Source: an optimization exercise on an open RTL-to-GDS flow (aim: small area). Production flows keep margins and buffers that such runs may drop.
In this exercise RTL edits were held to simulation tests only and were not proved equivalent to the original.
Power figures rest on the tool's default switching activity, not on a simulated workload.

## run A
Design cpu_top, start of the top module:
module cpu_top (
    input  logic        clk,
    input  logic        reset,
    input  logic        i_imem_we,
    input  logic [3:0]  i_imem_addr,
    input  logic [15:0] i_imem_data,
    input  logic        i_hazard,
    input  logic        i_flush_req,
    input  logic        i_lock_req,
    input  logic        i_unlock_req,
    input  logic        i_auth_valid,
    output logic [3:0]  o_pc,
    output logic [1:0]  o_state,
    output logic        o_wb_valid,
    output logic [2:0]  o_wb_addr,
    output logic [3:0]  o_wb_data
);
    logic      hold;
    logic      flush;
    logic      redirect_valid;
    cpu_pkg::pc_t       redirect_pc;
    cpu_pkg::reg_addr_t rs1_addr;
    cpu_pkg::reg_addr_t rs2_addr;
    cpu_pkg::data_t     rs1_data;
    cpu_pkg::data_t     rs2_data;
    cpu_pkg::ctrl_state_e state;
    logic      id_ex_valid;
    logic [cpu_pkg::ENC_W-1:0] id_ex_instr;
    pipe_ctrl_fsm i_ctrl (
        .clk          (clk),
        .reset        (reset),
        .i_hazard     (i_hazard),
        .i_flush_req  (i_flush_req),
        .i_lock_req   (i_lock_req),
        .i_unlock_req (i_unlock_req),
        .i_auth_valid (i_auth_valid),
        .o_hold       (hold),
        .o_flush      (flush),
        .o_state      (state)
    );
    assign o_state = state;
    fetch_decode i_fetch (
        .clk              (clk),
        .reset            (reset),
        .i_hold           (hold),
        .i_flush          (flush),
        .i_redirect_valid (redirect_valid),
  ...
For scale: ~1200 cells after synthesis, roughly 42 I/O pins.
==> flow/config.mk <==
export PLATFORM = sky130hd
export DESIGN_NAME = cpu_top
export DESIGN_NICKNAME = cpu_top
export VERILOG_FILES = /design/flow/design.v
export SDC_FILE = /design/flow/constraint.sdc
export NUM_CORES = 4
export LEC_CHECK = 0
export CAP_MARGIN = 20
export CORE_MARGIN = 2
export CORE_UTILIZATION = 40
export CTS_BUF_LIST = sky130_fd_sc_hd__clkbuf_4
export SLEW_MARGIN = 20
==> flow/constraint.sdc <==
create_clock -name core_clock -period 5.0 [get_ports {clk}]
set_input_delay 1.0000 -clock core_clock [delete_from_list [all_inputs] [get_ports {clk}]]
set_output_delay 1.0000 -clock core_clock [all_outputs]
set_load 0.01 [all_outputs]
run.sh (not shown) runs the stock make flow with config.mk's settings and CLKGATE_MAP_FILE= SYNTH_SCRIPT=/design/flow/synth_recipe.tcl, a recipe that flattens the netlist after the stock synthesis.
Inputs modified between run A and run B:
- removing CTS_BUF_LIST (formerly sky130_fd_sc_hd__clkbuf_4)
Notes after the runs:
- Run A and run B ended up with nearly the same hold slack.
- As far as number of I/O port buffers goes, run B and run A are indistinguishable; the numbers are identical.
- Worst max-slew margin expressed relative to the limit, run A and run B: smaller value in run B
- Final wirelength in run B is 1.2% below run A.
- Comparing run B with run A, the design area came out essentially unchanged.
- Diff run A -> run B: final worst-path cycle share -0.77 points, count of plain and timing-repair buffers in the layout now sits lower, fraction of area in registers roughly the same, setup slack picked up an extra 0.039 ns.
Input-level comparison between run C and run B:
- an added PLACE_DENSITY of 0.7
- a change of CORE_UTILIZATION from 40 to 55
==> flow/flow/run.sh (new file) <==
#!/bin/bash
# The standard layout, with small port buffers and a clock tree of small
# buffers without dummy loads. Each tool's output goes to the ORFS logs under
# orfs/logs and the whole run's output to flow_run.log here.
set -euo pipefail
export BUFFER_PORTS_ARGS="-buffer_cell sky130_fd_sc_hd__buf_1"
export CTS_ARGS="-sink_clustering_enable -repair_clock_nets -dont_use_dummy_load -buf_list sky130_fd_sc_hd__clkbuf_4"
bash standard.sh > flow_run.log 2>&1
mkdir -p logs
cp -r orfs/logs/. logs/ 2>/dev/null || true
==> flow/standard.sh (new file) <==
#!/bin/bash
# synth_recipe.tcl (not shown) runs the flow's synth.tcl, then flattens the netlist and writes it again
# the make line also repeats each setting of config.mk as NAME=value (left out here)
make -C /OpenROAD-flow-scripts/flow DESIGN_CONFIG=/design/flow/config.mk WORK_HOME=/design/flow/orfs CLKGATE_MAP_FILE= SYNTH_SCRIPT=/design/flow/synth_recipe.tcl "${@:-finish}"
removed: flow/run.sh
Relative contribution of combinational cells to total power: higher on run C
Run B → run C: power now smaller; die area saw a decrease; final wirelength went down by about 6%.
Changes in run D relative to run C:
- CORE_UTILIZATION now 40, was 55
- PLACE_DENSITY no longer set, was 0.7
==> flow/flow/run.sh <==
#!/bin/bash
# The standard layout (standard.sh), with three changes:
#  - synthesis maps logic with an area-oriented abc script (flow/synth.tcl);
#  - ports are buffered with the smallest buffer;
#  - the clock tree uses small buffers and no dummy loads.
# The whole run's output goes to flow_run.log here, each tool's to orfs/logs.
set -euo pipefail
export FLOW_WORK_DIR=$PWD
export FLOW_FLOW_DIR=$PWD/flow
export BUFFER_PORTS_ARGS="-buffer_cell sky130_fd_sc_hd__buf_1"
export CTS_ARGS="-sink_clustering_enable -repair_clock_nets -dont_use_dummy_load -buf_list sky130_fd_sc_hd__clkbuf_4 -sink_clustering_size 8 -sink_clustering_max_diameter 50"
sed "s#SYNTH_SCRIPT=[^ ]*#SYNTH_SCRIPT=$PWD/flow/synth.tcl#" standard.sh > my_standard.sh
grep -q "SYNTH_SCRIPT=$PWD/flow/synth.tcl" my_standard.sh
bash my_standard.sh > flow_run.log 2>&1
mkdir -p logs
cp -r orfs/logs/. logs/ 2>/dev/null || true
==> flow/flow/area.abc (new file) <==
strash
&get -n
&synch2
&syn2
&synch2
&put
dch -f
amap
topo
==> flow/flow/synth.tcl (new file) <==
# The standard flow's synthesis script unchanged, with abc's mapping script replaced by
# an area-oriented one (flow/area.abc). abc maps only combinational logic.
proc abc {args} {
  set i [lsearch $args -script]
  if {$i >= 0} { lset args [expr {$i + 1}] $::env(FLOW_FLOW_DIR)/area.abc }
  yosys abc {*}$args
}
source $::env(FLOW_WORK_DIR)/synth_recipe.tcl
### Flow results
Number of search-and-repair iterations in the first detailed-routing pass: run D vs run C down 4. Of run C and run D, run D shows the higher fraction of standard cell area that is sequential, with run C below it. Sort run C and run D by xor/xnor share of the synthesized area, ascending, and run D comes first.

==> re-timing with driven ports <==
The results above use ideal ports. As a check the final layouts listed here were re-extracted and re-timed, cells and wires unchanged.
Step 1 (the two cells are an assumption about what drives the block):
set clk [get_ports {clk}]
set_driving_cell -lib_cell sky130_fd_sc_hd__clkbuf_16 $clk
set_driving_cell -lib_cell sky130_fd_sc_hd__buf_2 [delete_from_list [all_inputs] $clk]
Step 2, shift: input delay + t, output delay - t, t = (earliest + latest rising clock arrival at the registers) / 2. This alone moves slack from input paths to output paths.
Slacks: ideal / step 1 / step 2; pairs: ideal / step 1.
run | shift t [ns] | setup WS [ns] | latest minus earliest clock arrival (ns) | worst register clock-pin slew, ns
run A | 0.790 | 0.610 / 0.610 / 0.610 | 0.073 / 0.073 | 0.07 / 0.07
run B | 0.575 | 0.649 / 0.649 / 0.649 | 0.019 / 0.019 | 0.06 / 0.06
run C | 0.710 | 0.787 / 0.787 / 0.787 | 0.149 / 0.149 | 0.07 / 0.07
run D | 0.732 | 0.554 / 0.554 / 0.554 | 0.063 / 0.063 | 0.10 / 0.10
After both steps every run listed still meets setup and hold.
